This design comes from an exercise in tuning for small area, a short achievable clock period and few clock cycles per item on the open sky130 flow, not from production work. RTL that was checked went through simulation tests only; none was proved equivalent to the original. No functional check of the RTL was part of run 8. No activity file was given, so power comes from the tool's default toggle rates.

==> design/flow/design.v <==
module gf_addsub_lanes #(
    parameter int               WIDTH   = 32,
    parameter logic [WIDTH-1:0] MODULUS = 32'hec940e71,
    parameter int               LANES   = 4
) (
    input  logic                     i_clk,
    input  logic                     i_rst,
    input  logic                     i_valid,
    output logic                     o_ready,
    input  logic [1:0]               i_op,
    input  logic [LANES*WIDTH-1:0]   i_a,
    input  logic [LANES*WIDTH-1:0]   i_b,
    output logic                     o_valid,
    input  logic                     i_ready,
    output logic [LANES*WIDTH-1:0]   o_out,
    output logic [LANES-1:0]         o_err
);
    localparam int PREFIX_A = 0;
    localparam int PREFIX_B = 0;
    localparam int LOGW   = 5;   
    function automatic logic [WIDTH:0] carries(input logic [WIDTH-1:0] g,
                                               input logic [WIDTH-1:0] p,
                                               input logic             cin,
                                               input int               style);
        logic [WIDTH-1:0] gg, pp, gn, pn;
        gg    = g;
        pp    = p;
        gg[0] = g[0] | (p[0] & cin);
        if (style == 0) begin
            for (int l = 0; l < LOGW; l++) begin
                gn = gg;
                pn = pp;
                for (int i = 0; i < WIDTH; i++) begin
                    if ((i >> l) & 1) begin
                        gn[i] = gg[i] | (pp[i] & gg[((i >> l) << l) - 1]);
                        pn[i] = pp[i] & pp[((i >> l) << l) - 1];
                    end
                end
                gg = gn;
                pp = pn;
            end
        end else if (style == 1) begin
            for (int l = 0; l < LOGW; l++) begin
                for (int i = 0; i < WIDTH; i++) begin
                    if (((i + 1) % (2 << l)) == 0) begin
                        gg[i] = gg[i] | (pp[i] & gg[i - (1 << l)]);
                        pp[i] = pp[i] & pp[i - (1 << l)];
                    end
                end
            end
            for (int l = LOGW - 2; l >= 0; l--) begin
                for (int i = 0; i < WIDTH; i++) begin
                    if (((i + 1) % (2 << l)) == (1 << l) && i >= (2 << l)) begin
                        gg[i] = gg[i] | (pp[i] & gg[i - (1 << l)]);
                        pp[i] = pp[i] & pp[i - (1 << l)];
                    end
                end
            end
        end else begin
            for (int l = 0; l < LOGW; l++) begin
                gn = gg;
                pn = pp;
                for (int i = 0; i < WIDTH; i++) begin
                    if (i >= (1 << l)) begin
                        gn[i] = gg[i] | (pp[i] & gg[i - (1 << l)]);
                        pn[i] = pp[i] & pp[i - (1 << l)];
                    end
                end
                gg = gn;
                pp = pn;
            end
        end
        carries = {gg, cin};
    endfunction
    logic sub_c, cin_c, neg_c;
    assign sub_c = i_op[0] ^ i_op[1];
    assign cin_c = i_op[0] & ~i_op[1];
    assign neg_c = i_op[1] & ~i_op[0];
    logic [LANES-1:0][WIDTH-1:0] v_c;
    logic [LANES-1:0]            co_c;
    logic [LANES-1:0]            err_c;
    for (genvar k = 0; k < LANES; k++) begin : g_front
        logic [WIDTH-1:0] a, b, y;
        logic [WIDTH:0]   c1;
        assign a = i_a[k*WIDTH +: WIDTH];
        assign b = i_b[k*WIDTH +: WIDTH];
        assign err_c[k] = (a >= MODULUS) | ((b >= MODULUS) & ~i_op[1]);
        assign y = i_op[1] ? {WIDTH{~i_op[0]}} : (b ^ {WIDTH{i_op[0]}});
        assign c1      = carries(a & y, a ^ y, cin_c, PREFIX_A);
        assign v_c[k]  = a ^ y ^ c1[WIDTH-1:0] ^ {WIDTH{~cin_c}};
        assign co_c[k] = c1[WIDTH] ^ neg_c;
    end
    logic [LANES-1:0][WIDTH-1:0] v_q;
    logic [LANES-1:0]            co_q;
    logic                        sub_q;
    assign o_ready = ~o_valid | i_ready;
    always_ff @(posedge i_clk) begin
        if (i_rst) begin
            o_valid <= 1'b0;
        end else if (o_ready) begin
            o_valid <= i_valid;
        end
    end
    always_ff @(posedge i_clk) begin
        if (o_ready) begin
            v_q   <= v_c;
            co_q  <= co_c;
            sub_q <= sub_c;
            o_err <= err_c;
        end
    end
    for (genvar k = 0; k < LANES; k++) begin : g_back
        logic [WIDTH-1:0] v, d;
        logic [WIDTH:0]   cw;
        logic             pick;
        assign v    = v_q[k];
        assign cw   = carries(v & MODULUS, v | MODULUS, 1'b0, PREFIX_B);
        assign d    = MODULUS ^ cw[WIDTH-1:0];
        assign pick = sub_q ? ~co_q[k] : (co_q[k] | ~cw[WIDTH]);
        assign o_out[k*WIDTH +: WIDTH] = v ^ {WIDTH{~sub_q}} ^ (d & {WIDTH{pick}});
    end
endmodule
==> design/flow/flow/run.sh <==
#!/bin/bash
# Layout flow: the standard ORFS flow (standard.sh) with these changes:
#  - the ports get plain sky130_fd_sc_hd__buf_1 buffers instead of delay cells;
#  - if flow/abc.script exists, synthesis maps the logic with that ABC script in place
#    of ORFS's speed script (everything else in the synthesis is the standard flow's own script);
#  - settings in flow/env.sh (if any) are exported before the flow runs.
# Each tool's full output goes to the ORFS logs under orfs/logs; make's own output
# goes to flow_make.log here.
set -euo pipefail
W=$(pwd)
export BUFFER_PORTS_ARGS="-buffer_cell sky130_fd_sc_hd__buf_1"
if [[ -f flow/env.sh ]]; then source flow/env.sh; fi
SYN=$W/synth_recipe.tcl
if [[ -f flow/abc.script ]]; then
  cat > $W/flow_synth.tcl <<EOT
proc abc {args} {
  set i [lsearch -exact \$args -script]
  if {\$i >= 0} { lset args [expr {\$i + 1}] $W/flow/abc.script }
  yosys abc {*}\$args
}
source $W/synth_recipe.tcl
EOT
  SYN=$W/flow_synth.tcl
fi
sed "s#SYNTH_SCRIPT=$W/synth_recipe.tcl#SYNTH_SCRIPT=$SYN#" standard.sh > flow_standard.sh
bash flow_standard.sh > flow_make.log 2>&1
==> design/flow/standard.sh <==
#!/bin/bash
# synth_recipe.tcl (not shown) runs the flow's synth.tcl, then flattens the netlist and writes it again
# the make line also repeats each setting of config.mk as NAME=value (left out here)
make -C /OpenROAD-flow-scripts/flow DESIGN_CONFIG=/design/flow/config.mk WORK_HOME=/design/flow/orfs CLKGATE_MAP_FILE= SYNTH_SCRIPT=/design/flow/synth_recipe.tcl "${@:-finish}"
==> design/flow/config.mk <==
export PLATFORM = sky130hd
export DESIGN_NAME = gf_addsub_lanes
export DESIGN_NICKNAME = gf_addsub_lanes
export VERILOG_FILES = /design/flow/design.v
export SDC_FILE = /design/flow/constraint.sdc
export NUM_CORES = 4
export LEC_CHECK = 0
export CAP_MARGIN = 20
export CORE_MARGIN = 2
export CORE_UTILIZATION = 40
export GPL_TIMING_DRIVEN = 0
export PLACE_DENSITY = 0.75
export SETUP_SLACK_MARGIN = 1.0
export SLEW_MARGIN = 20
==> design/flow/constraint.sdc <==
create_clock -name core_clock -period 5.5 [get_ports {i_clk}]
set_input_delay 1.1000 -clock core_clock [delete_from_list [all_inputs] [get_ports {i_clk}]]
set_output_delay 1.1000 -clock core_clock [all_outputs]
set_load 0.01 [all_outputs]
==> results.py, run 1 <==
metrics = {
    "outcome": {
        "status": "timing/DRC/antenna clean",
    },
    "critical_path": {
        "cp-endpoint": "v_q[46]$_DFFE_PP_",
        "startpoint": "i_op[1]",
        "rr_startpoint": "o_valid$_SDFFE_PP0P_",
        "worst_path_largest_cell_delay_ns": 0.41,
        "critPathRequiredTime_ns": 5.68,
        "endpoint_kind": "flip-flop",
        "r2r_slack_ns": 3.68,
        "worstPathArrival_ns": 4.73,
        "crit_type": "input port to flip-flop",
        "path_cells": "buf_8, clkbuf_16, inv_16, ha_4, buf_8, buf_8, buf_12, buf_12, clkinvlp_4, buf_6, fa_2, inv_2, fa_2, a21o_1, and4_4, or2_4, a31o_4, a2111o_1, a31o_4, a21o_1, a21oi_2, xnor2_2",
        "reg2reg_to": "v_q[15]$_DFFE_PP_",
        "rr_worst_depth": 3,
        "path_common_cell": "buf_8",
        "critPathSlowestCell": "a2111o_1",
        "start_kind": "input port",
        "crit_fanout": 4,
    },
    "route": {
        "firstDrtPassIters": 5,
        "avgRoutedWirePerCell_um": 21.9,
        "wl_um": 63100,
        "routed_via_density": 5.58,
        "drtAntennaViolNets": 0,
        "first_iter_violations": 1330,
        "drc_errors": 0,
        "vias": 16000,
    },
    "clocking": {
        "cts-root-buf": "clkbuf_16",
        "cts_tree": "built",
        "htreeDepth": 4,
        "cts_buffers": 17,
        "cts.reportedPaths.clkPinSlew_ns": 0.06,
        "cts_max_path_buffers": 2,
        "hold_buffers": 0,
        "clock_latency_ns": 0.45,
        "clock_sinks": 138,
    },
    "synthesis": {
        "synthAdderAreaFrac_pct": 12.1,
        "yosysWarningCount": 1,
        "synth_cells": 1845,
        "syn_avg_cell_area_um2": 8.98,
        "ys_types": 73,
        "synth_top_family_by_area": "XOR/XNOR gates",
        "synthTopCellsByArea": "edfxtp_1 (25%), xnor2_1 (20%), ha_1 (9.2%)",
        "synth_enable_flop_cells": 137,
        "synth_xor_area_share_pct": 28.0,
        "netlist_area_um2": 16600,
        "synth_async_sr_flop_share_pct": 0,
        "ys.flop_type": "edfxtp_1",
        "synth-seq-cells": 138,
        "synth_compound_area_share_pct": 13.5,
        "yosys.area_share.simple_pct": 14.7,
        "post-synth-top-area-cell": "edfxtp_1",
        "synth_mux_area_share_pct": 3.84,
        "netlist.area_leader.share_pct": 24.8,
        "ys_seq_area_share_pct": 24.9,
    },
    "final_layout": {
        "nFillCells": 3754,
        "layout.nets": 2735,
        "area_delta_synth_final_pct": 24.7,
        "drive_above_1_share_pct": 11.2,
        "post-route-util_pct": 50.6,
    },
    "global_route": {
        "grt_pass1_vias": 15600,
        "grt_max_degree": 55,
        "grt-ovfl-total": 0,
        "grt_pass1_wl_um": 91700,
        "grt_use_total_pct": 27.9,
        "antenna_found_initial": 2,
    },
    "floorplanning": {
        "start_util_pct": 40.6,
        "dieArea_um2": 43100,
        "core_um2": 40800,
        "die_height_um": 208,
        "pin_count": 396,
        "die_w_um": 208,
        "num_rows": 74,
    },
    "timing": {
        "holdWs_ns": 0.806,
        "min_period_ns": 4.55,
        "clock.fmax_ghz": 0.220,
        "finClkSkew_ns": 0.00889,
        "finalSetupViolCount": 0,
        "fin_tns_setup_ns": 0,
        "tightest_slew_ns": 1.16,
        "final_max_slew_viol_count": 0,
        "slew_headroom_pct": 22.5,
        "rsz0062_at_grt": "yes",
        "finalCritPeriodShare_pct": 82.7,
        "hold_viol": 0,
    },
    "placed_design": {
        "gp_congestion": 0.978,
        "dpl.hpwl_um": 50800,
        "io_buffers": 395,
    },
    "hold_path": {
        "hp-class": "input port to flip-flop",
    },
    "power": {
        "irDropWorstVdd_mv": 0.233,
        "leakage_nw": 8.02,
        "p_per_area_nw_per_um2": 392,
    },
    "job": {
        "maxCapViolations": 0,
    },
}
==> cell type report <==
cell class              instances  area [um2]  share of cell area, %
clock buffers                  17         425                   2.06
multi-input cells            1583       12500                   60.4
plain buffers                  68         423                   2.05
inverters                      56         231                   1.12
flip-flops and latches        138        4130                   20.0
repair buffers                463        2110                   10.2
clock inverters                15         178                  0.860
diodes                          1        2.50                 0.0121
well taps                     532         666                   3.22
==> worst min-delay path by stage <==
stage | from | endpoint | slack [ns] | depth (start not counted)
CTS | i_rst | o_valid$_SDFFE_PP0P_ | 0.80 | 2
global route | i_rst | o_valid$_SDFFE_PP0P_ | 0.82 | 2
global placement | i_rst | o_valid$_SDFFE_PP0P_ | 1.26 | 2
detailed placement | o_valid$_SDFFE_PP0P_ | o_valid$_SDFFE_PP0P_ | 0.97 | 2
finish | i_rst | o_valid$_SDFFE_PP0P_ | 0.81 | 2
floorplan | i_rst | o_valid$_SDFFE_PP0P_ | 1.17 | 1
==> placed cells by master (no fill, tap or decap), drive strengths merged, types with 5 or more instances in the layout <==
cell type and count:
nand4 37, nor2b 16, nand2 87, nor2 210, and4 6, o31ai 11, nand2b 12, clkbuf 65
o21a 6, nor4 28, ha 122, fa 24, a21oi 94, a21o 55, a31oi 18, o21ai 53
mux2i 59, nand3 52, buf 482, o21bai 13, a31o 6, xnor2 387, inv 62, nor3 21
nand4b 5, a41oi 5, edfxtp 137, or3 5, a211oi 13, clkinv 5, o2111ai 6, a311oi 7
and3 13, o311ai 5, xor2 143, or2 8
==> report_power, final <==
part           internal (mW)  total [mW]  switching, mW
clock                  0.651        1.20          0.550
sequential              1.64        2.10          0.457
combinational           1.99        4.80           2.81
==> cells in the mapped netlist, types with 5 or more instances <==
library cell  instances
nor4_1               27
fa_1                 24
and4_1                6
mux2i_1              59
a21oi_1              93
a311oi_1              7
o21a_1                6
inv_1                54
a41oi_1               5
a211oi_1             12
nand3_1              52
nor2_1              210
nand2_1              87
nand4b_1              5
o2111ai_1             5
o311ai_0              5
a21o_1               55
o21bai_1             13
xor2_1              143
or3_1                 5
ha_1                122
buf_1                22
nand4_1              37
and3_1               13
a31oi_1              18
a31o_2                5
o31ai_1              11
clkbuf_1             40
nor2b_1              16
or2_2                 8
buf_2                 5
nor3_1               20
o21ai_0              48
nand2b_1             12
edfxtp_1            137
xnor2_1             387
==> cells by family after synthesis <==
family	after synthesis
compound gates	330
mux	63
flops	138
buf+inv	124
xor+xnor	530
simple gates	514
fa+ha+maj	146
==> worst max-delay path: cells and delay by family <==
family	cells	cell delay (ns)
xor+xnor	1	0.09
fa+ha+maj	3	0.67
compound gates	6	1.45
buf+inv	10	1.02
simple gates	2	0.38
==> state kept, by name, indices dropped and copies added, names as in the netlist <==
signal / flops
sub_q: 1
o_err: 4
co_q: 4
v_q: 128
o_valid: 1
==> timing repair <==
| action | in CTS | in global routing |
|---|---|---|
| resized for setup | 88 | 69 |
| buffers inserted | 36 | 29 |
| setup endpoints to repair | 188 | 103 |
| pin swaps | 40 | 47 |
| cloned | 0 | 1 |
==> metal layers <==
metal / global-route usage (%) / vias to the layer above / part of all wire, %
li1: - / 7514 / -
met1: 35.6 / 7665 / 41
met2: 46.2 / 722 / 47
met3: 4.69 / 125 / 7.5
met4: 12.7 / 0 / 4.6
met5: 0 / - / 0
==> through the flow <==
stage          power (mW)  std cells  cell area, um2  setup WS, ns
5_1_grt              8.53       2873           20700         0.880
6_report             8.10       2873           20700         0.954
2_1_floorplan        4.92       1845           16800         0.760
3_3_place_gp         6.40       2772           18900        -0.131
3_5_place_dp         6.50       2774           19000        -0.166
4_1_cts              7.85       2842           20200         0.853
Testbench counts, summed over its fixed seeds: cycles 12,008, items 12,000.
==> run 2, diff against run 1 <==
--- a/design/flow/config.mk
+++ b/design/flow/config.mk
@@ -11,3 +11,2 @@
 export GPL_TIMING_DRIVEN = 0
-export PLACE_DENSITY = 0.75
 export SETUP_SLACK_MARGIN = 1.0
==> run 2 against run 1 <==
Compared with the run above:
- clock skew decreased by 0.00090 ns
- worst hold slack got worse by 0.0015 ns
- worst setup slack improved by 0.071 ns
- count of clock-buffer cells in the layout unchanged
- sequential power decreased by 2%
- sequential cell count unchanged
- die area unchanged
- clock power about the same
- first-iteration DRC count increased by 5.1%
- synthesized area unchanged
- utilization increased by 0.19 points
- critical endpoint is now o_out[40]
- via count decreased by 1.2%
==> results.py, run 2 <==
metrics = {
    "outcome": {
        "status": "timing/DRC/antenna clean",
    },
    "placed_design": {
        "dpl_cell_area_um2": 19000,
        "gp_congestion": 0.903,
        "dpl.hpwl_um": 51200,
        "io_buffers": 395,
        "pre_cts_slack_ns": -0.435,
    },
    "final_layout": {
        "final_common_cell": "buf_1",
        "top_register": "v_q",
        "layout_common_cells": "buf_1 (390), xnor2_1 (378), nor2_1 (210), xor2_1 (142), edfxtp_1 (137)",
        "fin_area_um2": 20700,
        "area_delta_synth_final_pct": 25.2,
        "largest_register_ffs": 128,
        "layout.nets": 2737,
        "reg.largest.list": "v_q x128, co_q x4, o_err x4",
        "drive_above_1_share_pct": 11.6,
    },
    "power": {
        "leakage_nw": 8.08,
        "p_per_area_nw_per_um2": 390,
        "irDropWorstVdd_mv": 0.184,
        "total_power_mw": 8.10,
    },
    "synthesis": {
        "ys_types": 73,
        "ys.flop_type": "edfxtp_1",
        "netlist.area_leader.share_pct": 24.8,
        "post-synth-top-area-cell": "edfxtp_1",
        "synth-seq-cells": 138,
        "yosysWarningCount": 1,
        "synth_async_sr_flop_share_pct": 0,
        "ys_top_cells_by_count": "xnor2_1 (387), nor2_1 (210), xor2_1 (143)",
        "synth_enable_flop_cells": 137,
        "syn_avg_cell_area_um2": 8.98,
        "ys_seq_area_share_pct": 24.9,
        "synth_cells": 1845,
        "netlist_area_um2": 16600,
        "synthTopCellsByArea": "edfxtp_1 (25%), xnor2_1 (20%), ha_1 (9.2%)",
        "synthMostInstantiatedCell": "xnor2_1",
    },
    "clocking": {
        "cts_tree": "built",
        "cts_buffers": 17,
        "hold_buffers": 0,
        "cts.reportedPaths.clkPinSlew_ns": 0.07,
        "clock_sinks": 138,
        "cts-root-buf": "clkbuf_16",
        "htreeDepth": 4,
        "cts_max_path_buffers": 2,
        "clock_latency_ns": 0.45,
    },
    "floorplanning": {
        "pin_count": 396,
        "die_w_um": 208,
        "core_um2": 40800,
        "die_height_um": 208,
        "start_util_pct": 40.6,
        "num_rows": 74,
        "dieArea_um2": 43100,
    },
    "critical_path": {
        "critPathRequiredTime_ns": 4.40,
        "critPathSlowestCell": "xor2_1",
        "worstPathArrival_ns": 3.38,
        "worst_path_largest_cell_delay_ns": 0.45,
        "crit_type": "flip-flop to primary output",
        "path_cells": "buf_2, a41oi_4, a31oi_4, o21ai_2, a21boi_2, nor4_4, a21o_1, clkbuf_4, o31ai_1, xor2_1, clkbuf_2",
        "start_kind": "flip-flop",
        "crit_fanout": 10,
        "endpoint_kind": "primary output",
    },
    "global_route": {
        "grt_use_total_pct": 28.9,
        "grt_pass1_wl_um": 93900,
        "grt_pass1_vias": 15300,
        "antenna_found_initial": 3,
        "grt-ovfl-total": 0,
        "grt_max_degree": 57,
    },
    "route": {
        "first_iter_violations": 1398,
        "avgRoutedWirePerCell_um": 22.4,
        "vias": 15800,
        "drtAntennaViolNets": 0,
        "wl_um": 64400,
        "routed_via_density": 5.50,
        "firstDrtPassIters": 5,
        "drc_errors": 0,
    },
    "hold_path": {
        "hp-class": "input port to flip-flop",
    },
    "timing": {
        "min_period_ns": 4.48,
        "hold_viol": 0,
        "finalCritPeriodShare_pct": 81.4,
        "final_max_slew_viol_count": 0,
        "fin_tns_setup_ns": 0,
        "rsz0062_at_grt": "yes",
        "tightest_slew_ns": 1.19,
        "fin_ws_ns": 1.02,
        "slew_headroom_pct": 20.6,
        "clock.fmax_ghz": 0.223,
        "finClkSkew_ns": 0.00799,
        "holdWs_ns": 0.805,
        "finalSetupViolCount": 0,
    },
    "job": {
        "maxCapViolations": 0,
    },
}
run 2: cell counts after synthesis:
Identical to the previous run, type by type.
run 2: critical path, delay by kind of cell (launching register included):
family | cells | cell delay (ns)
compound gates | 6 | 1.14
xor+xnor | 1 | 0.45
buf+inv | 3 | 0.63
flops | 1 | 0.36
simple gates | 1 | 0.35
run 2: repair_timing:
| action | in CTS | in global routing |
|---|---|---|
| endpoints found under the setup margin | 203 | 112 |
| buffers inserted | 35 | 32 |
| resized for setup | 95 | 87 |
| pin swaps | 32 | 57 |
| cloned | 0 | 0 |
| hold endpoints to repair | 0 | 0 |
run 2: layer usage:
layer  vias to the layer above  share of wire, %  wire length [um]  GRT usage, %
met3                       121               6.6              4260          3.19
met5                         -                 0                 0             0
met4                         0               4.1              2670          11.9
li1                       7512                 -                 -             -
met1                      7560                44             28300          39.5
met2                       644                45             29200          46.3
run 2: layout make-up:
| type | count | area [um2] |
|---|---|---|
| fillers | 3990 | 20100 |
| plain buffers | 68 | 475 |
| clock inverters | 15 | 168 |
| diodes | 3 | 7.51 |
| clock buffers | 17 | 425 |
| repair buffers | 465 | 2120 |
| multi-input cells | 1583 | 12500 |
| flip-flops and latches | 138 | 4130 |
| well taps | 532 | 666 |
| inverters | 56 | 231 |
run 2: logic make-up (layout without fill, tap and decap cells):
logic type      count (synthesis)  count (layout)  share of synthesized area [%]
fa+ha+maj                     146             146                           12.1
buf+inv                       124             621                           2.87
mux                            63              63                           3.84
compound gates                330             330                           13.5
flops                         138             138                           24.9
other cells                     0               3                              0
xor+xnor                      530             530                           28.0
simple gates                  514             514                           14.7
run 2: per-stage QoR:
step	std cells	util, %
global route	2877	50.8
detailed placement	2774	46.4
finish	2877	50.8
floorplan	1845	-
global placement	2772	46.3
CTS	2841	49.4
run 2: report_power, final:
group          switching [mW]  total, mW  internal, mW  leakage [nW]
sequential              0.417       2.06          1.64          1.43
clock                   0.543       1.22         0.678         0.280
combinational            2.81       4.82          2.00          6.36
run 2: path summary, 6_finish.rpt:
check / from / endpoint / slack (ns) / depth (start not counted)
setup / recovery: v_q[32]$_DFFE_PP_ / o_out[40] / 1.02 / 11
hold / removal: i_rst / o_valid$_SDFFE_PP0P_ / 0.80 / 2
setup reg to reg: o_valid$_SDFFE_PP0P_ / v_q[114]$_DFFE_PP_ / 3.93 / 2
hold reg to reg: o_valid$_SDFFE_PP0P_ / o_valid$_SDFFE_PP0P_ / 1.02 / 2
==> run 3, diff against run 2 <==
==> design/flow/flow/env.sh (new file) <==
export REMOVE_ABC_BUFFERS=1
==> run 3 against run 2 <==
Compared with the run above:
- largest power group unchanged
- first-iteration DRC count down 48%
- still clean
- count of clock-buffer cells in the layout is 5 higher
- register-to-register slack improved by 0.02 ns
==> results.py, run 3 <==
metrics = {
    "outcome": {
        "status": "timing/DRC/antenna clean",
    },
    "critical_path": {
        "path_cells": "buf_12, buf_16, buf_16, clkinv_4, xnor2_2, fa_1, inv_1, fa_2, a21o_1, and4_1, o2111ai_1, a211oi_2, a21oi_2, o311ai_4, a21o_1, a21oi_1, xnor2_1",
        "r2r_slack_ns": 3.95,
        "critPathRequiredTime_ns": 5.69,
        "critPathSlowestCell": "fa_2",
        "crit_buf_inv": 5,
        "crit_family": "compound AO/OA/AOI/OAI gates",
        "worstPathArrival_ns": 4.62,
        "crit_fanout": 21,
        "endpoint_kind": "flip-flop",
        "start_kind": "input port",
        "worst_path_largest_cell_delay_ns": 0.39,
        "crit_type": "input port to flip-flop",
    },
    "hold_path": {
        "hp-class": "input port to flip-flop",
    },
    "route": {
        "dr_wl_met3_um": 2350,
        "drtAntennaViolNets": 0,
        "wl_met1_um": 21400,
        "drc_errors": 0,
        "routed_via_density": 5.30,
        "firstDrtPassIters": 5,
        "wl_um": 49600,
        "avgRoutedWirePerCell_um": 17.7,
        "first_iter_violations": 723,
        "routed-wl-met2_um": 24400,
        "vias": 14900,
        "dr.max_layer_used": "met5",
    },
    "synthesis": {
        "synth_cells": 1845,
        "synth_async_sr_flop_share_pct": 0,
        "synth_enable_flop_cells": 137,
        "synthTopCellsByArea": "edfxtp_1 (25%), xnor2_1 (20%), ha_1 (9.2%)",
        "synthMostInstantiatedCell": "xnor2_1",
        "ys_seq_area_share_pct": 24.9,
        "post-synth-top-area-cell": "edfxtp_1",
        "ys.flop_type": "edfxtp_1",
        "yosysWarningCount": 1,
        "ys_types": 73,
        "netlist_area_um2": 16600,
        "netlist.area_leader.share_pct": 24.8,
        "synth-seq-cells": 138,
        "syn_avg_cell_area_um2": 8.98,
        "ys_top_cells_by_count": "xnor2_1 (387), nor2_1 (210), xor2_1 (143)",
    },
    "timing": {
        "tightest_slew_ns": 0.717,
        "slew_headroom_pct": 51.7,
        "finalCritPeriodShare_pct": 80.7,
        "hold_viol": 0,
        "finalSetupViolCount": 0,
        "rsz0062_at_grt": "yes",
        "final_max_slew_viol_count": 0,
        "holdWs_ns": 0.816,
        "clock.fmax_ghz": 0.225,
        "min_period_ns": 4.44,
        "fin_ws_ns": 1.06,
        "finClkSkew_ns": 0.00617,
    },
    "power": {
        "leakage_nw": 7.93,
        "p_per_area_nw_per_um2": 378,
        "irDropWorstVdd_mv": 0.193,
    },
    "global_route": {
        "grt_use_total_pct": 22.4,
        "grt_pass1_vias": 14500,
        "grt-ovfl-total": 0,
        "grt_pass1_wl_um": 77300,
        "antenna_found_initial": 7,
        "grt_max_degree": 51,
    },
    "final_layout": {
        "layout.nets": 2669,
        "drive_above_1_share_pct": 8.05,
        "largest_register_ffs": 128,
        "area_delta_synth_final_pct": 23.9,
        "reg.largest.list": "v_q x128, co_q x4, o_err x4",
        "layout_common_cells": "buf_1 (389), xnor2_1 (383), nor2_1 (210), xor2_1 (143), edfxtp_1 (137)",
        "final_common_cell": "buf_1",
        "top_register": "v_q",
    },
    "floorplanning": {
        "pin_count": 396,
        "dieArea_um2": 43100,
        "core_um2": 40800,
        "start_util_pct": 40.6,
        "die_w_um": 208,
        "num_rows": 74,
        "die_height_um": 208,
    },
    "clocking": {
        "cts_buffers": 17,
        "htreeDepth": 4,
        "cts.reportedPaths.clkPinSlew_ns": 0.07,
        "cts_max_path_buffers": 2,
        "hold_buffers": 0,
        "cts_tree": "built",
        "cts-root-buf": "clkbuf_16",
        "clock_latency_ns": 0.44,
        "clock_sinks": 138,
    },
    "placed_design": {
        "gp_congestion": 0.937,
        "io_buffers": 395,
        "pre_cts_slack_ns": -1.42,
        "dpl.hpwl_um": 39100,
    },
    "job": {
        "maxCapViolations": 0,
    },
}
## run 3: logic make-up after synthesis
logic type / after synthesis / share of synthesized area, %
multiplexers: 63 / 3.84
flip-flops: 138 / 24.9
XOR/XNOR: 530 / 28.0
adder cells (fa/ha/maj): 146 / 12.1
AND/OR/NAND/NOR: 514 / 14.7
AO/OA/AOI/OAI: 330 / 13.5
buffers and inverters: 124 / 2.87
## run 3: final timing paths
| path | from | cells after the start | end |
|---|---|---|---|
| max | i_op[0] | 17 | co_q[1]$_DFFE_PP_ |
| min | i_rst | 2 | o_valid$_SDFFE_PP0P_ |
| max reg2reg | o_valid$_SDFFE_PP0P_ | 2 | v_q[32]$_DFFE_PP_ |
| min reg2reg | o_valid$_SDFFE_PP0P_ | 2 | o_valid$_SDFFE_PP0P_ |
## run 3: worst reg2reg max path: stages (launching register included)
cell      delay (ns)
dfxtp_1         0.33
nand2b_4        0.51
buf_16          0.33
## run 3: power breakdown
group	internal, mW	switching (mW)	leakage (nW)
sequential	1.64	0.402	1.43
clock	0.808	0.471	0.313
combinational	1.92	2.52	6.19
## run 3: per-stage QoR
| stage | utilization [%] | setup TNS, ns | cells | total power [mW] | cell area (um2) |
|---|---|---|---|---|---|
| 6_report | 50.3 | 0 | 2810 | 7.76 | 20500 |
| 5_1_grt | 50.3 | 0 | 2806 | 8.31 | 20500 |
| 4_1_cts | 49.4 | 0 | 2785 | 7.70 | 20200 |
| 3_5_place_dp | 46.3 | -57.79 | 2726 | 6.26 | 18900 |
| 3_3_place_gp | 45.2 | -2126.69 | 2704 | 6.18 | 18500 |
| 2_1_floorplan | - | -412.81 | 1777 | 4.86 | 16300 |
## run 3: per-layer routing
layer | global-route usage [%] | vias to the layer above
met1 | 27.8 | 7081
li1 | - | 7393
met3 | 3.72 | 80
met4 | 8.55 | 10
met5 | 0 | -
met2 | 38.7 | 339
## run 3: cell type report
class                   count  area [um2]
clock inverters            10         163
diodes                      4        10.0
clock buffers              22         484
multi-input cells        1584       12300
flip-flops and latches    138        4130
repair buffers            464        2550
well taps                 532         666
fillers                  3865       20300
inverters                  56         224
## run 3: repair_timing
| item | in CTS | in global routing |
|---|---|---|
| buffers inserted | 20 | 20 |
| resized for setup | 47 | 37 |
| cloned | 7 | 1 |
| setup endpoints to repair | 240 | 90 |
| pin swaps | 13 | 25 |
==> run 4, diff against run 3 <==
--- a/design/flow/config.mk
+++ b/design/flow/config.mk
@@ -10,2 +10,3 @@
 export CORE_UTILIZATION = 40
+export CTS_BUF_LIST = sky130_fd_sc_hd__clkbuf_8
 export GPL_TIMING_DRIVEN = 0
==> run 4 against run 3 <==
Compared with the run above:
- still clean on timing, DRC and antenna
- non-clock buffer count is 1 higher
- combinational power is 1% higher
- clock power is 24% lower
- final cell count hardly changed
- register-to-register slack hardly changed
- sequential cell count stayed put
- sequential share of layout area is 0.15 points higher
- global-route usage hardly changed
- highest routed layer unchanged
==> results.py, run 4 <==
metrics = {
    "global_route": {
        "grt-ovfl-total": 0,
        "grt_use_total_pct": 22.4,
        "grt_max_degree": 51,
        "grt_pass1_vias": 14500,
        "antenna_found_initial": 7,
        "grt_pass1_wl_um": 77100,
    },
    "synthesis": {
        "ys_types": 73,
        "synth_async_sr_flop_share_pct": 0,
        "synth-seq-cells": 138,
        "synth_mux_area_share_pct": 3.84,
        "synthTopCellsByArea": "edfxtp_1 (25%), xnor2_1 (20%), ha_1 (9.2%)",
        "yosysWarningCount": 1,
        "ys_seq_area_share_pct": 24.9,
        "netlist_area_um2": 16600,
        "synth_xor_area_share_pct": 28.0,
        "synthAdderAreaFrac_pct": 12.1,
        "synth_enable_flop_cells": 137,
        "ys_top_cells_by_count": "xnor2_1 (387), nor2_1 (210), xor2_1 (143)",
        "synthMostInstantiatedCell": "xnor2_1",
        "netlist.area_leader.share_pct": 24.8,
        "syn_avg_cell_area_um2": 8.98,
        "ys.flop_type": "edfxtp_1",
        "post-synth-top-area-cell": "edfxtp_1",
        "yosys.area_share.simple_pct": 14.7,
        "synth_compound_area_share_pct": 13.5,
        "synth_top_family_by_area": "XOR/XNOR gates",
        "synth_cells": 1845,
    },
    "floorplanning": {
        "die_height_um": 208,
        "pin_count": 396,
        "start_util_pct": 40.6,
        "die_w_um": 208,
        "num_rows": 74,
        "dieArea_um2": 43100,
        "core_um2": 40800,
    },
    "power": {
        "power_frac_comb_pct": 59.8,
        "p_per_area_nw_per_um2": 369,
        "switching_share_pct": 44.9,
        "switchingPower_mw": 3.37,
        "pwr-share-seq_pct": 27.1,
        "irDropWorstVdd_mv": 0.140,
        "internal_power_mw": 4.15,
        "leakage_nw": 7.89,
        "clkPwrFrac_pct": 13.0,
    },
    "timing": {
        "slew_headroom_pct": 50.8,
        "finalSetupViolCount": 0,
        "finalCritPeriodShare_pct": 80.2,
        "min_period_ns": 4.41,
        "rsz0062_at_grt": "yes",
        "final_max_slew_viol_count": 0,
        "tightest_slew_ns": 0.731,
        "fin_ws_ns": 1.09,
        "hold_viol": 0,
        "clock.fmax_ghz": 0.227,
        "holdWs_ns": 0.769,
        "finClkSkew_ns": 0.00986,
    },
    "clocking": {
        "cts_max_path_buffers": 2,
        "cts_buffers": 17,
        "cts.reportedPaths.clkPinSlew_ns": 0.08,
        "clock_latency_ns": 0.48,
        "htreeDepth": 4,
        "cts-root-buf": "clkbuf_8",
        "clock_sinks": 138,
        "cts_tree": "built",
    },
    "critical_path": {
        "crit_type": "flip-flop to primary output",
        "worst_path_largest_cell_delay_ns": 0.39,
        "path_common_cell": "nor3_2",
        "endpoint_kind": "primary output",
        "worstPathArrival_ns": 3.31,
        "start_kind": "flip-flop",
        "path_cells": "a41o_1, o311a_4, o2111ai_4, nor3_2, o31a_1, o21a_4, nor3_2, mux2i_1, xor2_1, buf_2",
        "critPathRequiredTime_ns": 4.40,
        "crit_fanout": 5,
        "critPathSlowestCell": "edfxtp_1",
    },
    "outcome": {
        "status": "timing/DRC/antenna clean",
    },
    "route": {
        "first_iter_violations": 753,
        "avgRoutedWirePerCell_um": 17.7,
        "routed_via_density": 5.31,
        "firstDrtPassIters": 5,
        "vias": 14900,
        "wl_um": 49700,
        "drc_errors": 0,
        "drtAntennaViolNets": 0,
    },
    "final_layout": {
        "reg.largest.list": "v_q x128, co_q x4, o_err x4",
        "layout.nets": 2671,
        "top_register": "v_q",
        "area_delta_synth_final_pct": 23.0,
        "largest_register_ffs": 128,
        "fin_area_um2": 20400,
        "layout_common_cells": "xnor2_1 (384), buf_1 (377), nor2_1 (210), xor2_1 (143), edfxtp_1 (137)",
        "drive_above_1_share_pct": 8.57,
        "stdcell_count": 2812,
        "final_common_cell": "xnor2_1",
        "nFillCells": 3885,
    },
    "placed_design": {
        "io_buffers": 395,
        "gp_congestion": 0.937,
        "pre_cts_slack_ns": -1.42,
        "dpl.hpwl_um": 39100,
        "dpl_cell_area_um2": 18900,
        "dp.cells": 2726,
    },
    "hold_path": {
        "hp-class": "input port to flip-flop",
    },
    "job": {
        "maxCapViolations": 0,
    },
}
==> run 4: stage by stage <==
stage               TNS [ns]  util (%)  total power [mW]
finish                     0      49.9              7.52
global placement    -2126.69      45.2              6.18
detailed placement    -57.79      46.3              6.26
floorplan            -412.81         -              4.86
CTS                        0      49.0              7.42
global route               0      49.9              8.06
==> run 4: worst max-delay path, delay by kind of cell, from the launching register on <==
family	cells	cell delay (ns)
AO/OA/AOI/OAI	5	1.54
XOR/XNOR	1	0.26
buffers and inverters	1	0.18
flip-flops	1	0.39
multiplexers	1	0.23
AND/OR/NAND/NOR	2	0.23
==> run 4: cell type report <==
| cell class | count | area [um2] | share of cell area (%) |
|---|---|---|---|
| antenna | 4 | 10.0 | 0.0491 |
| sequential | 138 | 4130 | 20.3 |
| timing repair buffer | 465 | 2580 | 12.7 |
| clock buffer | 21 | 289 | 1.42 |
| tap | 532 | 666 | 3.27 |
| multi-input combinational | 1585 | 12300 | 60.4 |
| clock inverter | 11 | 166 | 0.817 |
| inverter | 56 | 224 | 1.10 |
==> run 4: logic make-up after synthesis <==
family / Yosys count
xor+xnor: 530
simple gates: 514
compound gates: 330
fa+ha+maj: 146
flops: 138
buf+inv: 124
mux: 63
==> run 4: what timing repair did <==
action	CTS	global route
pin swaps	13	19
setup buffers	22	19
hold buffers	0	0
cloned	7	2
gates resized for setup	56	45
endpoints found under the setup margin	237	82
==> run 4: routing by layer <==
layer | share of wire [%] | global-route usage (%) | vias up
li1 | - | - | 7384
met5 | 0.12 | 0 | -
met1 | 43 | 27.8 | 7106
met3 | 4.8 | 3.83 | 87
met2 | 49 | 38.1 | 348
met4 | 3.3 | 9.63 | 10
==> run 4: worst paths after layout <==
path	from	endpoint	slack [ns]	cells past startpoint
worst max-delay path	v_q[97]$_DFFE_PP_	o_out[106]	1.09	10
worst min-delay path	i_rst	o_valid$_SDFFE_PP0P_	0.77	2
worst max register to register	o_valid$_SDFFE_PP0P_	v_q[32]$_DFFE_PP_	3.94	2
worst min register to register	o_valid$_SDFFE_PP0P_	o_valid$_SDFFE_PP0P_	1.04	2
==> run 4: power by group through the flow <==
stage / combinational (mW) / sequential, mW / clock, mW
floorplan: 2.89 / 1.97 / 0
global placement: 4.10 / 2.08 / 0
detailed placement: 4.21 / 2.05 / 0
CTS: 4.38 / 2.03 / 1.01
global route: 4.91 / 2.09 / 1.06
finish: 4.50 / 2.04 / 0.978
==> run 5, diff against run 4 <==
--- a/design/flow/config.mk
+++ b/design/flow/config.mk
@@ -12,3 +12,3 @@
 export GPL_TIMING_DRIVEN = 0
-export SETUP_SLACK_MARGIN = 1.0
+export SETUP_SLACK_MARGIN = 1.1
 export SLEW_MARGIN = 20
==> run 5 against run 4 <==
Compared with the run above:
- synthesized cell count is the same
- global-route usage grew 0.13 points
- power grew 2.1%
- count of clock-buffer cells in the layout is the same
- sequential cell count is the same
- clock skew is essentially flat
- worst hold slack is essentially flat
- die area is the same
- highest routed layer unchanged
- sequential share of layout area shrank 0.33 points
- register-to-register slack is essentially flat
==> results.py, run 5 <==
metrics = {
    "outcome": {
        "status": "timing/DRC/antenna clean",
    },
    "global_route": {
        "antenna_found_initial": 7,
        "grt_max_degree": 51,
        "grt-ovfl-total": 0,
        "grt_use_total_pct": 22.5,
        "grt_pass1_vias": 14600,
        "grt_pass1_wl_um": 77500,
    },
    "timing": {
        "finClkSkew_ns": 0.00961,
        "slew_headroom_pct": 49.2,
        "rsz0062_at_grt": "yes",
        "finalSetupViolCount": 0,
        "finalCritPeriodShare_pct": 80.0,
        "fin_ws_ns": 1.10,
        "final_max_slew_viol_count": 0,
        "min_period_ns": 4.40,
        "hold_viol": 0,
        "clock.fmax_ghz": 0.227,
        "tightest_slew_ns": 0.754,
    },
    "synthesis": {
        "netlist_area_um2": 16600,
        "yosysWarningCount": 1,
        "synthMostInstantiatedCell": "xnor2_1",
        "synthTopCellsByArea": "edfxtp_1 (25%), xnor2_1 (20%), ha_1 (9.2%)",
        "ys_seq_area_share_pct": 24.9,
        "post-synth-top-area-cell": "edfxtp_1",
        "synth_cells": 1845,
        "netlist.area_leader.share_pct": 24.8,
        "synth-seq-cells": 138,
        "ys_types": 73,
        "syn_avg_cell_area_um2": 8.98,
        "synth_async_sr_flop_share_pct": 0,
        "ys_top_cells_by_count": "xnor2_1 (387), nor2_1 (210), xor2_1 (143)",
        "ys.flop_type": "edfxtp_1",
        "synth_enable_flop_cells": 137,
    },
    "clocking": {
        "clock_latency_ns": 0.49,
        "cts_max_path_buffers": 2,
        "cts-root-buf": "clkbuf_8",
        "cts_buffers": 17,
        "cts_tree": "built",
        "clock_sinks": 138,
        "cts.reportedPaths.clkPinSlew_ns": 0.08,
        "htreeDepth": 4,
    },
    "route": {
        "wl_um": 50400,
        "first_iter_violations": 792,
        "routed_via_density": 5.30,
        "firstDrtPassIters": 5,
        "drtAntennaViolNets": 0,
        "drc_errors": 0,
        "vias": 15000,
        "avgRoutedWirePerCell_um": 17.8,
    },
    "final_layout": {
        "final_common_cell": "xnor2_1",
        "layout_common_cells": "xnor2_1 (385), buf_1 (368), nor2_1 (208), xor2_1 (143), edfxtp_1 (137)",
        "area_delta_synth_final_pct": 25.0,
        "fin_area_um2": 20700,
        "drive_above_1_share_pct": 10.6,
        "top_register": "v_q",
        "multi_input_area_um2": 12500,
        "reg.largest.list": "v_q x128, co_q x4, o_err x4",
        "nFillCells": 3849,
        "layout.nets": 2693,
        "seq_area_um2": 4130,
        "largest_register_ffs": 128,
    },
    "critical_path": {
        "critPathRequiredTime_ns": 4.40,
        "rr_startpoint": "o_valid$_SDFFE_PP0P_",
        "r2r_slack_ns": 3.95,
        "crit_type": "flip-flop to primary output",
        "rr_worst_depth": 2,
        "start_kind": "flip-flop",
        "crit_fanout": 5,
        "endpoint_kind": "primary output",
        "reg2reg_to": "v_q[32]$_DFFE_PP_",
        "worstPathArrival_ns": 3.30,
    },
    "floorplanning": {
        "num_rows": 74,
        "die_w_um": 208,
        "die_height_um": 208,
        "dieArea_um2": 43100,
        "start_util_pct": 40.6,
        "core_um2": 40800,
        "pin_count": 396,
    },
    "power": {
        "pwr-share-seq_pct": 26.7,
        "irDropWorstVdd_mv": 0.161,
        "switchingPower_mw": 3.44,
        "total_power_mw": 7.68,
        "leakage_nw": 8.06,
        "switching_share_pct": 44.8,
        "internal_power_mw": 4.24,
        "p_per_area_nw_per_um2": 371,
        "power_frac_comb_pct": 60.6,
        "clkPwrFrac_pct": 12.7,
    },
    "placed_design": {
        "dpl.hpwl_um": 39100,
        "io_buffers": 395,
        "dpl_cell_area_um2": 18900,
        "pre_cts_slack_ns": -1.42,
        "gp_congestion": 0.937,
    },
    "hold_path": {
        "min-delay-start": "i_rst",
        "hp-class": "input port to flip-flop",
        "hold_path_depth": 2,
        "hold_end": "o_valid$_SDFFE_PP0P_",
    },
    "job": {
        "maxCapViolations": 0,
    },
}
-- run 5: cell counts after synthesis --
No cell type changed its count.
-- run 5: kinds of logic (layout without fill, tap and decap cells) --
logic type	after synthesis	after routing	synth area share (%)
compound gates	330	331	13.5
simple gates	514	516	14.7
fa+ha+maj	146	146	12.1
buf+inv	124	574	2.87
mux	63	63	3.84
xor+xnor	530	530	28.0
flops	138	138	24.9
other cells	0	4	0
-- run 5: area by class of cell --
type | instances | share of cell area [%]
Clock inverter | 11 | 0.803
Sequential cell | 138 | 20.0
Timing Repair Buffer | 486 | 13.4
Tap cell | 532 | 3.21
Inverter | 56 | 1.08
Antenna cell | 4 | 0.0483
Multi-Input combinational cell | 1586 | 60.1
Clock buffer | 21 | 1.40
-- run 5: metal layers --
metal | global-route usage [%] | routed length, um | vias to the layer above
met1 | 27.8 | 21400 | 7087
met2 | 38.0 | 24400 | 384
met3 | 3.96 | 2540 | 103
li1 | - | - | 7448
met5 | 0 | 57 | -
met4 | 10.5 | 1980 | 10
-- run 5: power groups by stage --
stage / logic, mW / registers [mW] / clock network [mW]
floorplan: 2.89 / 1.97 / 0
global placement: 4.10 / 2.08 / 0
detailed placement: 4.21 / 2.05 / 0
finish: 4.65 / 2.05 / 0.978
global route: 5.06 / 2.10 / 1.06
CTS: 4.45 / 2.03 / 1.01
-- run 5: worst max-delay path: stages (launching register included) --
cell and delay [ns]:
edfxtp_1 0.39, a41o_1 0.28, o311a_4 0.34, o2111ai_4 0.24, nor3_2 0.09, o31a_1 0.36
o21a_4 0.28, buf_4 0.14, a21oi_2 0.11, mux2i_1 0.22, xor2_1 0.19, buf_4 0.17
-- run 5: repair_timing --
action                     4_1_cts  5_1_grt
hold endpoints to repair         0        0
gates cloned                     8        2
resized for setup               68       77
hold buffers                     0        0
setup buffers                   34       28
setup endpoints to repair      245       93
pin swaps                       21       35
-- run 5: worst max-delay path by stage --
| stage | from | to |
|---|---|---|
| after detailed placement | i_op[1] | co_q[3]$_DFFE_PP_ |
| after global placement | i_op[0] | co_q[3]$_DFFE_PP_ |
| after floorplan | i_op[1] | co_q[1]$_DFFE_PP_ |
| final | v_q[97]$_DFFE_PP_ | o_out[100] |
| after global routing | v_q[97]$_DFFE_PP_ | o_out[110] |
| after CTS | i_op[0] | co_q[3]$_DFFE_PP_ |
-- run 5: per-stage QoR --
| step | instances | setup TNS (ns) | hold slack (ns) | utilization, % |
|---|---|---|---|---|
| 2_1_floorplan | 1777 | -412.81 | 1.17 | - |
| 3_3_place_gp | 2704 | -2126.69 | 1.26 | 45.2 |
| 3_5_place_dp | 2726 | -57.79 | 1.05 | 46.3 |
| 4_1_cts | 2800 | 0 | 0.731 | 49.4 |
| 5_1_grt | 2830 | 0 | 0.744 | 50.7 |
| 6_report | 2834 | 0 | 0.768 | 50.7 |
==> run 6, diff against run 5 <==
--- a/design/flow/config.mk
+++ b/design/flow/config.mk
@@ -10,5 +10,4 @@
 export CORE_UTILIZATION = 40
-export CTS_BUF_LIST = sky130_fd_sc_hd__clkbuf_8
 export GPL_TIMING_DRIVEN = 0
-export SETUP_SLACK_MARGIN = 1.1
+export SETUP_SLACK_MARGIN = 0.9
 export SLEW_MARGIN = 20
removed: design/flow/flow/env.sh
==> run 6 against run 5 <==
Compared with the run above:
- still clean on timing, DRC and antenna
- clock skew shrank 0.0018 ns
- sequential power is essentially flat
- register-to-register slack lost 0.07 ns
- maximum frequency shrank 5.7%
- worst hold slack gained 0.030 ns
- combinational power is essentially flat
- sequential cell count is the same
- synthesized area is the same
- sequential share of layout area grew 0.24 points
==> results.py, run 6 <==
metrics = {
    "synthesis": {
        "netlist.area_leader.share_pct": 24.8,
        "ys.flop_type": "edfxtp_1",
        "synthTopCellsByArea": "edfxtp_1 (25%), xnor2_1 (20%), ha_1 (9.2%)",
        "synth_async_sr_flop_share_pct": 0,
        "netlist_area_um2": 16600,
        "ys_top_cells_by_count": "xnor2_1 (387), nor2_1 (210), xor2_1 (143)",
        "yosysWarningCount": 1,
        "synth-seq-cells": 138,
        "ys_types": 73,
        "synthMostInstantiatedCell": "xnor2_1",
        "ys_seq_area_share_pct": 24.9,
        "post-synth-top-area-cell": "edfxtp_1",
        "synth_enable_flop_cells": 137,
        "syn_avg_cell_area_um2": 8.98,
        "synth_cells": 1845,
    },
    "outcome": {
        "status": "timing/DRC/antenna clean",
    },
    "clocking": {
        "cts_buffers": 17,
        "clock_latency_ns": 0.45,
        "cts_tree": "built",
        "htreeDepth": 4,
        "cts.reportedPaths.clkPinSlew_ns": 0.07,
        "clock_sinks": 138,
        "cts_max_path_buffers": 2,
        "cts-root-buf": "clkbuf_16",
    },
    "timing": {
        "clock.fmax_ghz": 0.214,
        "min_period_ns": 4.66,
        "hold_viol": 0,
        "tightest_slew_ns": 1.14,
        "finClkSkew_ns": 0.00781,
        "finalSetupViolCount": 0,
        "final_max_slew_viol_count": 0,
        "slew_headroom_pct": 23.7,
        "holdWs_ns": 0.798,
        "rsz0062_at_grt": "yes",
        "finalCritPeriodShare_pct": 84.8,
        "fin_tns_setup_ns": 0,
    },
    "final_layout": {
        "top_register": "v_q",
        "largest_register_ffs": 128,
        "area_delta_synth_final_pct": 23.5,
        "nFillCells": 3922,
        "layout_common_cells": "buf_1 (402), xnor2_1 (381), nor2_1 (210), xor2_1 (143), edfxtp_1 (137)",
        "multi_input_area_um2": 12400,
        "layout.nets": 2722,
        "reg.largest.list": "v_q x128, co_q x4, o_err x4",
        "final_common_cell": "buf_1",
        "seq_area_um2": 4130,
        "drive_above_1_share_pct": 9.93,
    },
    "placed_design": {
        "dpl.hpwl_um": 50100,
        "gp_congestion": 0.943,
        "io_buffers": 395,
    },
    "global_route": {
        "grt_pass1_vias": 15200,
        "antenna_found_initial": 2,
        "grt-ovfl-total": 0,
        "grt_pass1_wl_um": 91600,
        "grt_use_total_pct": 28.0,
        "grt_max_degree": 60,
    },
    "job": {
        "maxCapViolations": 0,
    },
    "critical_path": {
        "crit_type": "input port to flip-flop",
        "start_kind": "input port",
        "worst_path_largest_cell_delay_ns": 0.64,
        "critPathSlowestCell": "clkbuf_1",
        "crit_fanout": 10,
        "path_cells": "buf_8, clkbuf_1, nor2_1, xnor2_1, fa_2, inv_2, fa_2, a21o_1, nand4_1, nand2_2, a21o_1, a31o_4, a221o_1, a31o_1, or4_1, nand4_1",
        "crit_family": "compound AO/OA/AOI/OAI gates",
        "worstPathArrival_ns": 4.97,
        "critPathRequiredTime_ns": 5.81,
        "r2r_slack_ns": 3.88,
        "crit_buf_inv": 3,
        "endpoint_kind": "flip-flop",
    },
    "floorplanning": {
        "die_w_um": 208,
        "core_um2": 40800,
        "pin_count": 396,
        "num_rows": 74,
        "die_height_um": 208,
        "start_util_pct": 40.6,
        "dieArea_um2": 43100,
    },
    "route": {
        "firstDrtPassIters": 7,
        "routed_via_density": 5.43,
        "avgRoutedWirePerCell_um": 21.6,
        "drc_errors": 0,
        "first_iter_violations": 1068,
        "vias": 15500,
        "drtAntennaViolNets": 0,
        "wl_um": 61900,
    },
    "power": {
        "irDropWorstVdd_mv": 0.177,
        "p_per_area_nw_per_um2": 387,
        "leakage_nw": 7.92,
    },
    "hold_path": {
        "hp-class": "input port to flip-flop",
    },
}
==> run 6: cell count changes in the layout (fill, tap and decap cells not counted), moves of 12 or more <==
cell / previous run / this run
buf_1: 368 / 402
clkbuf_8: 21 / 1
clkbuf_16: 1 / 19
clkbuf_1: 0 / 14
clkbuf_2: 9 / 21
==> run 6: final timing paths <==
| kind | start | to | cells after the start |
|---|---|---|---|
| hold / removal | i_rst | o_valid$_SDFFE_PP0P_ | 2 |
| setup reg to reg | o_valid$_SDFFE_PP0P_ | o_err[0]$_DFFE_PP_ | 2 |
| hold reg to reg | o_valid$_SDFFE_PP0P_ | o_valid$_SDFFE_PP0P_ | 2 |
| setup / recovery | i_op[1] | co_q[0]$_DFFE_PP_ | 16 |
==> run 6: area by class of cell <==
class                           count  area share (%)
Antenna cell                        2          0.0244
Buffer                             68            2.15
Clock buffer                       17            2.08
Clock inverter                     15           0.911
Inverter                           56            1.13
Multi-Input combinational cell   1583            60.6
Sequential cell                   138            20.2
Tap cell                          532            3.25
Timing Repair Buffer              450            9.67
==> run 6: layer usage <==
layer	GRT usage (%)	vias to the layer above	wire, um	share of wire (%)
li1	-	7496	-	-
met1	36.2	7421	27000	44
met2	46.6	522	29300	47
met3	3.62	106	3170	5.1
met4	12.6	0	2370	3.8
met5	0	-	0	0
==> run 6: timing repair <==
item	CTS	global route
endpoints found under the setup margin	183	105
hold buffers	0	0
buffers inserted	29	22
pin swaps	25	45
gates resized for setup	82	57
==> run 6: stage by stage <==
| step | total power [mW] | instance area (um2) | std cells | util [%] | setup slack, ns |
|---|---|---|---|---|---|
| 2_1_floorplan | 4.92 | 16700 | 1845 | - | 0.760 |
| 3_3_place_gp | 6.36 | 18900 | 2772 | 46.2 | -0.529 |
| 3_5_place_dp | 6.42 | 18900 | 2774 | 46.4 | -0.579 |
| 4_1_cts | 7.79 | 20100 | 2835 | 49.1 | 0.902 |
| 5_1_grt | 8.41 | 20500 | 2861 | 50.1 | 0.805 |
| 6_report | 7.93 | 20500 | 2861 | 50.1 | 0.837 |
==> run 6: logic make-up (layout without fill, tap and decap cells) <==
family	Yosys count	after routing	synth area share, %
xor gates and xnor gates	530	530	28.0
and+or+nand+nor	514	514	14.7
AOI/OAI and AO/OA	330	330	13.5
adders and majority gates	146	146	12.1
DFF	138	138	24.9
buffers and inverters	124	606	2.87
muxes	63	63	3.84
other	0	2	0
==> run 6: where the power goes <==
group / switching, mW / internal, mW / total, mW
Combinational: 2.73 / 1.93 / 4.66
Clock: 0.507 / 0.721 / 1.23
Sequential: 0.400 / 1.64 / 2.04
==> run 7, diff against run 6 <==
--- a/design/flow/design.v
+++ b/design/flow/design.v
@@ -18,3 +18,3 @@
     localparam int PREFIX_A = 0;
-    localparam int PREFIX_B = 0;
+    localparam int PREFIX_B = 2;
     localparam int LOGW   = 5;   
==> design/flow/flow/env.sh (new file) <==
export REMOVE_ABC_BUFFERS=1
--- a/design/flow/config.mk
+++ b/design/flow/config.mk
@@ -10,4 +10,5 @@
 export CORE_UTILIZATION = 40
+export CTS_BUF_LIST = sky130_fd_sc_hd__clkbuf_8
 export GPL_TIMING_DRIVEN = 0
-export SETUP_SLACK_MARGIN = 0.9
+export SETUP_SLACK_MARGIN = 1.0
 export SLEW_MARGIN = 20
==> run 7 against run 6 <==
Compared with the run above:
- synthesized cell count is 1.4% higher
- highest routed layer is now met5
- clock skew up 0.0061 ns
- non-clock buffer count fell by 43
- critical path type unchanged
- sequential share of layout area decreased by 0.084 points
- global-route usage down 6.7 points
- worst hold slack got worse by 0.053 ns
- sequential cell count is the same
==> results.py, run 7 <==
metrics = {
    "critical_path": {
        "critPathRequiredTime_ns": 5.75,
        "worstPathArrival_ns": 4.60,
        "path_common_cell": "buf_12",
        "crit_family": "compound AO/OA/AOI/OAI gates",
        "critPathSlowestCell": "fa_2",
        "endpoint_kind": "flip-flop",
        "crit_type": "input port to flip-flop",
        "reg2reg_to": "v_q[48]$_DFFE_PP_",
        "rr_startpoint": "o_valid$_SDFFE_PP0P_",
        "crit_fanout": 19,
        "path_cells": "buf_12, buf_12, clkinvlp_4, ha_4, buf_12, clkinvlp_4, buf_4, buf_12, fa_2, inv_2, fa_2, a211oi_2, o211ai_1, buf_4, a311oi_4, nor4_4, buf_4, o32a_1, a21o_1, a21oi_2, xnor2_1",
        "crit_buf_inv": 10,
        "r2r_slack_ns": 3.87,
        "worst_path_largest_cell_delay_ns": 0.39,
        "start_kind": "input port",
        "rr_worst_depth": 2,
    },
    "floorplanning": {
        "pin_count": 396,
        "die_height_um": 209,
        "start_util_pct": 40.4,
        "core_um2": 41800,
        "dieArea_um2": 43800,
        "num_rows": 75,
        "die_w_um": 209,
    },
    "job": {
        "maxCapViolations": 0,
    },
    "timing": {
        "hold_viol": 0,
        "clock.fmax_ghz": 0.230,
        "rsz0062_at_grt": "no",
        "finalSetupViolCount": 0,
        "slew_headroom_pct": 51.0,
        "fin_ws_ns": 1.16,
        "finClkSkew_ns": 0.0139,
        "finalCritPeriodShare_pct": 78.9,
        "tightest_slew_ns": 0.734,
        "fin_tns_setup_ns": 0,
        "holdWs_ns": 0.745,
        "final_max_slew_viol_count": 0,
        "min_period_ns": 4.34,
    },
    "power": {
        "leakage_nw": 7.72,
        "internal_power_mw": 4.08,
        "total_power_mw": 7.49,
        "switchingPower_mw": 3.41,
        "pwr-share-seq_pct": 27.0,
        "clkPwrFrac_pct": 10.3,
        "power_frac_comb_pct": 62.7,
        "switching_share_pct": 45.5,
        "irDropWorstVdd_mv": 0.194,
        "p_per_area_nw_per_um2": 364,
    },
    "synthesis": {
        "synthMostInstantiatedCell": "xnor2_1",
        "synth_async_sr_flop_share_pct": 0,
        "synthTopCellsByArea": "edfxtp_1 (24%), xnor2_1 (24%), ha_1 (9.1%)",
        "post-synth-top-area-cell": "edfxtp_1",
        "ys_top_cells_by_count": "xnor2_1 (465), nor2_1 (215), edfxtp_1 (137)",
        "synth_enable_flop_cells": 137,
        "synth-seq-cells": 138,
        "syn_avg_cell_area_um2": 9.01,
        "netlist.area_leader.share_pct": 24.4,
        "yosysWarningCount": 1,
        "netlist_area_um2": 16900,
        "synth_cells": 1870,
        "ys_seq_area_share_pct": 24.5,
        "ys.flop_type": "edfxtp_1",
        "ys_types": 85,
    },
    "final_layout": {
        "nFillCells": 4018,
        "area_delta_synth_final_pct": 22.0,
        "reg.largest.list": "v_q x128, co_q x4, o_err x4",
        "largest_register_ffs": 128,
        "top_register": "v_q",
        "layout.nets": 2704,
        "post-route-util_pct": 49.2,
        "drive_above_1_share_pct": 8.01,
        "stdcell_count": 2853,
        "final_common_cell": "xnor2_1",
        "fin_area_um2": 20600,
        "layout_common_cells": "xnor2_1 (462), buf_1 (388), nor2_1 (215), edfxtp_1 (137)",
    },
    "route": {
        "avgRoutedWirePerCell_um": 16.8,
        "drc_errors": 0,
        "first_iter_violations": 1009,
        "firstDrtPassIters": 5,
        "wl_um": 47800,
        "routed_via_density": 5.23,
        "vias": 14900,
        "drtAntennaViolNets": 0,
    },
    "clocking": {
        "cts.reportedPaths.clkPinSlew_ns": 0.08,
        "clock_sinks": 138,
        "cts_tree": "built",
        "cts_max_path_buffers": 2,
        "cts-root-buf": "clkbuf_8",
        "clock_latency_ns": 0.50,
        "cts_buffers": 17,
        "htreeDepth": 4,
    },
    "hold_path": {
        "hold_path_depth": 2,
        "min-delay-start": "i_rst",
        "hp-class": "input port to flip-flop",
        "hold_end": "o_valid$_SDFFE_PP0P_",
    },
    "global_route": {
        "grt_pass1_wl_um": 74400,
        "antenna_found_initial": 5,
        "grt_use_total_pct": 21.3,
        "grt-ovfl-total": 0,
        "grt_max_degree": 57,
        "grt_pass1_vias": 14000,
    },
    "placed_design": {
        "gp_congestion": 0.918,
        "io_buffers": 395,
        "pre_cts_slack_ns": -0.959,
        "dpl_cell_area_um2": 19200,
        "dpl.hpwl_um": 38500,
        "dp.cells": 2759,
    },
    "outcome": {
        "status": "timing/DRC/antenna clean",
    },
}
## run 7: changes by cell type after synthesis, moves of 11 or more
cell / previous run / this run
mux2i_1: 59 / 20
xnor2_1: 387 / 465
xor2_1: 143 / 121
nor3_1: 20 / 31
nand2_1: 87 / 75
or3_1: 5 / 18
## run 7: worst register-to-register path: cells and delay by family (launching register included)
kind                   cells  cell delay [ns]
buffers and inverters      1             0.34
AND/OR/NAND/NOR            1             0.55
flip-flops                 1             0.35
## run 7: how the worst max path moves through the flow
stage	start	to	depth (start not counted)
floorplan	i_op[1]	co_q[2]$_DFFE_PP_	14
global placement	i_op[0]	co_q[2]$_DFFE_PP_	14
detailed placement	i_op[1]	co_q[2]$_DFFE_PP_	17
CTS	i_op[1]	v_q[115]$_DFFE_PP_	21
global route	v_q[1]$_DFFE_PP_	o_out[3]	9
finish	i_op[1]	v_q[122]$_DFFE_PP_	21
## run 7: layout make-up
class	instances	area, um2	area share (%)
Timing Repair Buffer	475	2620	12.8
Clock buffer	20	275	1.34
Inverter	53	219	1.07
Tap cell	539	674	3.28
Sequential cell	138	4130	20.1
Antenna cell	5	12.5	0.0609
Clock inverter	12	75.1	0.365
Multi-Input combinational cell	1611	12500	61.0
## run 7: repair_timing
action                     4_1_cts  5_1_grt
setup endpoints to repair      169       95
cloned                           6        1
pin swaps                       15       20
gates resized for setup         42       24
hold buffers                     0        0
setup buffers                   20       30
## run 7: cell families (layout without fill, tap and decap cells)
| logic type | after synthesis | after routing | synth area share (%) |
|---|---|---|---|
| adders and majority gates | 146 | 146 | 11.9 |
| buffers and inverters | 121 | 560 | 2.80 |
| other | 0 | 5 | 0 |
| and+or+nand+nor | 526 | 526 | 15.1 |
| AOI/OAI and AO/OA | 332 | 332 | 14.0 |
| xor gates and xnor gates | 586 | 586 | 30.4 |
| muxes | 21 | 21 | 1.25 |
| DFF | 138 | 138 | 24.5 |
## run 7: power groups by stage
stage / clock network, mW / logic [mW] / registers, mW
after floorplan: 0 / 3.12 / 1.97
after global placement: 0 / 4.38 / 2.09
after detailed placement: 0 / 4.50 / 2.04
after CTS: 0.801 / 4.64 / 2.02
after global routing: 0.832 / 5.11 / 2.08
final: 0.769 / 4.70 / 2.02
## run 7: layer usage
layer | GRT usage (%) | part of all wire [%] | vias up
met5 | 0 | 0.027 | -
met4 | 8.45 | 2.8 | 2
met3 | 2.41 | 3.4 | 69
met2 | 36.9 | 49 | 345
met1 | 27.2 | 45 | 7054
li1 | - | - | 7461
Testbench counts of run 7, summed over its fixed seeds: cycles 12,008, items 12,000.
==> run 8, diff against run 7 <==
--- a/design/flow/design.v
+++ b/design/flow/design.v
@@ -18,3 +18,3 @@
     localparam int PREFIX_A = 0;
-    localparam int PREFIX_B = 2;
+    localparam int PREFIX_B = 0;
     localparam int LOGW   = 5;   
@@ -87,5 +87,7 @@
         assign err_c[k] = (a >= MODULUS) | ((b >= MODULUS) & ~i_op[1]);
-        assign y = i_op[1] ? {WIDTH{~i_op[0]}} : (b ^ {WIDTH{i_op[0]}});
-        assign c1      = carries(a & y, a ^ y, cin_c, PREFIX_A);
-        assign v_c[k]  = a ^ y ^ c1[WIDTH-1:0] ^ {WIDTH{~cin_c}};
+        logic [WIDTH-1:0] yv;
+        assign y  = i_op[1] ? {WIDTH{~i_op[0]}} : (b ^ {WIDTH{i_op[0]}});
+        assign yv = i_op[1] ? {WIDTH{i_op[0]}} : ~b;
+        assign c1      = carries(a & y, a | y, cin_c, PREFIX_A);
+        assign v_c[k]  = a ^ yv ^ c1[WIDTH-1:0];
         assign co_c[k] = c1[WIDTH] ^ neg_c;
--- a/design/flow/config.mk
+++ b/design/flow/config.mk
@@ -10,5 +10,4 @@
 export CORE_UTILIZATION = 40
-export CTS_BUF_LIST = sky130_fd_sc_hd__clkbuf_8
 export GPL_TIMING_DRIVEN = 0
-export SETUP_SLACK_MARGIN = 1.0
+export SETUP_SLACK_MARGIN = 1.2
 export SLEW_MARGIN = 20
removed: design/flow/flow/env.sh
==> run 8 against run 7 <==
Compared with the run above:
- routed wire length increased by 90%
- sequential power decreased by 9%
- worst hold slack improved by 0.033 ns
- non-clock buffer count increased by 193
- clock power increased by about 40%
- first-iteration DRC count increased by 120%
- maximum frequency decreased by 13%
- utilization increased by 4.4 points
- sequential share of layout area decreased by 4.0 points
- sequential cell count unchanged
- synthesized cell count increased by 35%
- count of clock-buffer cells in the layout increased by 2
- critical path type is now flip-flop to primary output
- critical endpoint is now o_out[8]
- highest routed layer unchanged
==> results.py, run 8 <==
metrics = {
    "outcome": {
        "status": "timing/DRC/antenna clean",
    },
    "timing": {
        "rsz0062_at_grt": "yes",
        "finalCritPeriodShare_pct": 91.0,
        "tightest_slew_ns": 1.12,
        "slew_headroom_pct": 25.3,
        "final_max_slew_viol_count": 0,
        "min_period_ns": 5.01,
    },
    "clocking": {
        "clock_sinks": 138,
        "htreeDepth": 4,
        "cts_buffers": 17,
        "clock_latency_ns": 0.47,
        "cts-root-buf": "clkbuf_16",
        "hold_buffers": 0,
        "cts_max_path_buffers": 2,
    },
    "placed_design": {
        "dpl.hpwl_um": 65800,
        "gp_congestion": 0.951,
    },
    "final_layout": {
        "reg.largest.list": "v_q x128, co_q x4, o_err x4",
        "top_register": "v_q",
        "largest_register_ffs": 128,
        "multi_input_area_um2": 15500,
        "layout_common_cells": "xnor2_1 (399), a21oi_1 (242), buf_1 (185), nor2_1 (169), nand2_1 (158)",
        "area_delta_synth_final_pct": 32.5,
    },
    "synthesis": {
        "syn_avg_cell_area_um2": 7.66,
        "synthMostInstantiatedCell": "xnor2_1",
        "ys_seq_area_share_pct": 21.4,
        "yosysWarningCount": 1,
        "synth_enable_flop_cells": 137,
        "synth_async_sr_flop_share_pct": 0,
        "ys.flop_type": "edfxtp_1",
        "netlist.area_leader.share_pct": 21.3,
        "synthTopCellsByArea": "edfxtp_1 (21%), xnor2_1 (20%), a21oi_1 (6.7%)",
    },
    "route": {
        "first_iter_violations": 2170,
        "routed_via_density": 6.07,
        "vias": 22200,
        "avgRoutedWirePerCell_um": 24.9,
        "wl_um": 91000,
        "firstDrtPassIters": 6,
        "drc_errors": 0,
    },
    "floorplanning": {
        "dieArea_um2": 50100,
        "die_w_um": 224,
        "pin_count": 396,
    },
    "power": {
        "leakage_nw": 9.48,
        "irDropWorstVdd_mv": 0.227,
    },
    "global_route": {
        "grt_max_degree": 53,
        "grt-ovfl-total": 0,
        "antenna_found_initial": 22,
    },
    "critical_path": {
        "critPathRequiredTime_ns": 4.40,
        "crit_fanout": 5,
        "start_kind": "flip-flop",
    },
}
[run 8: changes by cell type after synthesis, sizes merged, moves of 40 or more]
| cell | before | now |
|---|---|---|
| clkbuf | 40 | 134 |
| xor2 | 121 | 75 |
| maj3 | 0 | 67 |
| o22ai | 3 | 89 |
| inv | 51 | 130 |
| nand2 | 75 | 184 |
| buf | 28 | 68 |
| o21ai | 49 | 152 |
| ha | 122 | 2 |
| a21oi | 93 | 260 |
[run 8: logic make-up after synthesis]
group                      synth area share, %
muxes                                     2.35
buffers and inverters                     7.16
adders and majority gates                 3.67
AOI/OAI and AO/OA                         26.6
xor gates and xnor gates                  23.7
and+or+nand+nor                           15.1
DFF                                       21.4
[run 8: cell type report]
cell class | count | share of cell area [%]
well taps | 615 | 3.01
flip-flops and latches | 138 | 16.1
plain buffers | 202 | 4.77
clock buffers | 22 | 1.73
diodes | 23 | 0.225
multi-input cells | 2051 | 60.6
clock inverters | 10 | 0.303
repair buffers | 466 | 11.3
inverters | 130 | 1.92
[run 8: through the flow]
stage          instances  util [%]  total power, mW  instance area, um2  setup slack (ns)
2_1_floorplan       2521         -             4.38               19300              1.21
6_report            3657      53.6             8.41               25600             0.493
5_1_grt             3645      53.6             8.77               25600             0.380
3_5_place_dp        3443      44.7             5.67               21300            -0.841
3_3_place_gp        3441      44.5             5.60               21300            -0.856
4_1_cts             3583      50.8             7.73               24200             0.318
[run 8: power breakdown]
group | total, mW | switching (mW) | internal [mW]
registers | 1.84 | 0.311 | 1.53
clock network | 1.08 | 0.466 | 0.611
logic | 5.49 | 2.93 | 2.56
[run 8: repair_timing]
| action | 4_1_cts | 5_1_grt |
|---|---|---|
| cloned | 6 | 1 |
| resized for setup | 438 | 220 |
| pin swaps | 121 | 158 |
| endpoints found under the setup margin | 265 | 154 |
| buffers inserted | 102 | 50 |
[run 8: path summary, 6_finish.rpt]
path	depth (start not counted)	slack [ns]	end	startpoint
worst max register to register	2	3.90	v_q[69]$_DFFE_PP_	o_valid$_SDFFE_PP0P_
worst max-delay path	17	0.49	o_out[8]	v_q[0]$_DFFE_PP_
worst min-delay path	2	0.78	o_valid$_SDFFE_PP0P_	i_rst
worst min register to register	2	1.03	o_valid$_SDFFE_PP0P_	o_valid$_SDFFE_PP0P_
[run 8: layer usage]
metal	track usage [%]	up-vias	wire (um)
li1	-	9984	-
met1	44.6	10700	36500
met2	54.2	1278	41500
met3	5.42	242	8090
met4	19.1	8	4880
met5	0	-	48
[run 8: worst max-delay path, stage by stage (launching register included)]
cell      delay [ns]
edfxtp_1        0.43
buf_6           0.14
a41o_1          0.19
o311a_4         0.34
o311ai_4        0.32
o21ai_2         0.13
a21oi_2         0.21
o31ai_2         0.09
o21a_1          0.20
or2_4           0.25
nor3_4          0.14
a21o_1          0.21
buf_6           0.13
buf_6           0.10
buf_6           0.13
mux2i_2         0.08
xor2_1          0.21
buf_2           0.14

Re-timed with assumed drivers on the ports (clkbuf_16 on the clock, buf_2 on other inputs), run 8 has 0.436 ns of setup slack against 0.493 ns with ideal ports, and 0.607 ns once port delays also move by the mid clock arrival of 0.521 ns.
